This design comes from an exercise in tuning for small area, a short achievable clock period and few clock cycles per item on the open sky130 flow, not from production work. At most, simulation tests tie the RTL to the original design; equivalence was not proved. No activity file was given, so power comes from the tool's default toggle rates.

## middle
==> module linked_piece_set_table, before the edit <==
module linked_piece_set_table (
    input  logic        clk,
    input  logic        rst_n,
    input  logic        s_tvalid,
    output logic        s_tready,
    input  logic [15:0] s_tdata,
    output logic        m_tvalid,
    input  logic        m_tready,
    output logic [7:0]  m_tdata
);
    localparam int N = 32;
    logic [13:0]  key_q [N];
    logic [N-1:0] valid_q;
    logic [N-1:0] valid_d;
    logic         i_valid;
    logic [1:0]   i_cmd;
    logic [13:0]  i_key;
    logic [2:0]   qv;           
    logic [6:0]   qd [3];
    logic         rdy_q;
    logic         accept;
    logic         pop;
    assign accept   = s_tvalid && rdy_q;
    assign pop      = qv[0] && m_tready;
    assign s_tready = rdy_q;
    always_ff @(posedge clk or negedge rst_n)
    begin
        if (!rst_n)
            i_valid <= 1'b0;
        else
            i_valid <= accept;
    end
    always_ff @(posedge clk)
    begin
        i_cmd <= s_tdata[1:0];
        i_key <= s_tdata[15:2];
    end
    logic [N-1:0] hit;
    logic [N-1:0] lowfree;
    logic         any_hit;
    logic         full;
    logic [4:0]   hit_idx;
    logic [4:0]   free_idx;
    always_comb
    begin
        for (int i = 0; i < N; i++)
            hit[i] = valid_q[i] && (key_q[i] == i_key);
    end
    assign any_hit = |hit;
    assign full    = &valid_q;
    assign lowfree[0] = !valid_q[0];
    for (genvar g = 1; g < N; g++)
    begin : g_lowfree
        assign lowfree[g] = !valid_q[g] && (&valid_q[g-1:0]);
    end
    always_comb
    begin
        hit_idx  = '0;
        free_idx = '0;
        for (int i = 0; i < N; i++)
        begin
            hit_idx  = hit_idx  | ({5{hit[i]}} & 5'(i));
            free_idx = free_idx | ({5{lowfree[i]}} & 5'(i));
        end
    end
    logic is_find, is_add, is_rem, is_clr;
    assign is_find = (i_cmd == 2'd0);
    assign is_add  = (i_cmd == 2'd1);
    assign is_rem  = (i_cmd == 2'd2);
    assign is_clr  = (i_cmd == 2'd3);
    logic [1:0] r_status;
    logic [4:0] r_slot;
    logic [6:0] r_data;
    always_comb
    begin
        r_status[1] = is_add && (any_hit || full);
        r_status[0] = ((is_find || is_rem) && !any_hit) || (is_add && !any_hit && full);
        if (is_add)
            r_slot = (any_hit || full) ? 5'd0 : free_idx;
        else if (is_clr)
            r_slot = 5'd0;
        else
            r_slot = hit_idx;
        r_data = {r_slot, r_status};
    end
    always_comb
    begin
        valid_d = valid_q;
        if (i_valid)
        begin
            if (is_clr)
                valid_d = '0;
            else if (is_rem)
                valid_d = valid_q & ~hit;
            else if (is_add && !any_hit)
                valid_d = valid_q | lowfree;
        end
    end
    always_ff @(posedge clk or negedge rst_n)
    begin
        if (!rst_n)
            valid_q <= '0;
        else
            valid_q <= valid_d;
    end
    always_ff @(posedge clk)
    begin
        for (int i = 0; i < N; i++)
            if (!valid_q[i])
                key_q[i] <= i_key;
    end
    logic [2:0] qv_d;
    always_comb
    begin
        if (pop)
            qv_d = {1'b0, qv[2:1]};
        else
            qv_d = qv;
        if (i_valid)
            qv_d = {qv_d[1:0], 1'b1};
    end
    always_ff @(posedge clk or negedge rst_n)
    begin
        if (!rst_n)
        begin
            qv    <= '0;
            rdy_q <= 1'b0;
        end
        else
        begin
            qv    <= qv_d;
            rdy_q <= !(qv_d[2] || (qv_d[1] && accept));
        end
    end
    always_ff @(posedge clk)
    begin
        if (pop)
        begin
            qd[0] <= qv[1] ? qd[1] : r_data;
            qd[1] <= qv[2] ? qd[2] : r_data;
            qd[2] <= r_data;
        end
        else
        begin
            if (!qv[0]) qd[0] <= r_data;
            if (!qv[1]) qd[1] <= r_data;
            if (!qv[2]) qd[2] <= r_data;
        end
    end
    assign m_tvalid = qv[0];
    assign m_tdata  = {1'b0, qd[0]};
endmodule
export LEC_CHECK = 0
export CAP_MARGIN = 20
export CORE_MARGIN = 2
export CORE_UTILIZATION = 40
export CTS_CLUSTER_DIAMETER = 100
export CTS_CLUSTER_SIZE = 30
export SETUP_SLACK_MARGIN = 4.0
export SLEW_MARGIN = 20
create_clock -name core_clock -period 6.5 [get_ports {clk}]
run.sh (not shown) runs the stock make flow with config.mk's settings and CLKGATE_MAP_FILE= SYNTH_SCRIPT=/design/flow/synth_recipe.tcl, a recipe that flattens the netlist after the stock synthesis.
[inputs] north vs middle
--- a/flow/design.v
+++ b/flow/design.v
@@ -27,9 +27,9 @@
     logic [N-1:0] valid_q;
     logic [N-1:0] valid_d;
     logic         i_valid;
     logic [1:0]   i_cmd;
-    logic [13:0]  i_key;
+    logic [N-1:0] i_match;
     logic [2:0]   qv;           
     logic [6:0]   qd [3];
     logic         rdy_q;
     logic         accept;
@@ -46,21 +46,18 @@
     end
     always_ff @(posedge clk)
     begin
         i_cmd <= s_tdata[1:0];
-        i_key <= s_tdata[15:2];
+        for (int i = 0; i < N; i++)
+            i_match[i] <= (key_q[i] == s_tdata[15:2]);
     end
     logic [N-1:0] hit;
     logic [N-1:0] lowfree;
     logic         any_hit;
     logic         full;
     logic [4:0]   hit_idx;
     logic [4:0]   free_idx;
-    always_comb
-    begin
-        for (int i = 0; i < N; i++)
-            hit[i] = valid_q[i] && (key_q[i] == i_key);
-    end
+    assign hit     = valid_q & i_match;
     assign any_hit = |hit;
     assign full    = &valid_q;
     assign lowfree[0] = !valid_q[0];
     for (genvar g = 1; g < N; g++)
@@ -119,10 +116,10 @@
     end
     always_ff @(posedge clk)
     begin
         for (int i = 0; i < N; i++)
-            if (!valid_q[i])
-                key_q[i] <= i_key;
+            if (!valid_d[i])
+                key_q[i] <= s_tdata[15:2];
     end
     logic [2:0] qv_d;
     always_comb
     begin
Results
Die area, north vs middle: down slightly
Comparing middle and north, final critical-path share of the clock period is lower on north.
Measured against north, the final-stage net count of middle comes out at 1.14 times the reference value.
Going from middle to north, cell area reported after detailed placement held; worst hold margin went up 0.011 ns; post-synthesis instance area went down 1.3%.
[north vs middle] combinational cell fraction of total power: lower in north
Testbench counts of north, summed over its fixed seeds: cycles 24,016, items 24,000.
The RTL of middle was laid out without a check of its function.

==> static timing again, ports no longer ideal <==
No port has a modelled driver above. Below, the same layouts with a new extraction and two added sets of constraints.
Step 1: set_driving_cell puts a clkbuf_16 on clk and a buf_2 on each other input, an assumption about the parent block.
Step 2 times the ports against the registers' clock, not the clock port: input delays grow and output delays shrink by t, the midpoint of the rising clock arrivals with the driver on.
a / b / c = ideal / step 1 / step 2; a / b = the first two.
| run | t, ns | setup WS [ns] | hold WS [ns] | cell pins on the clock port's net |
|---|---|---|---|---|
| middle | 0.641 | 3.528 / 3.528 / 3.313 | 0.470 / 0.470 / 0.470 | 1 |
| north | 0.644 | 3.896 / 3.896 / 3.478 | 0.481 / 0.481 / 0.481 | 1 |
After both steps setup and hold are still met in every run listed. For north, which loses most, drivers alone change the setup slack by 0.000 ns; drivers and shift together by -0.418 ns.
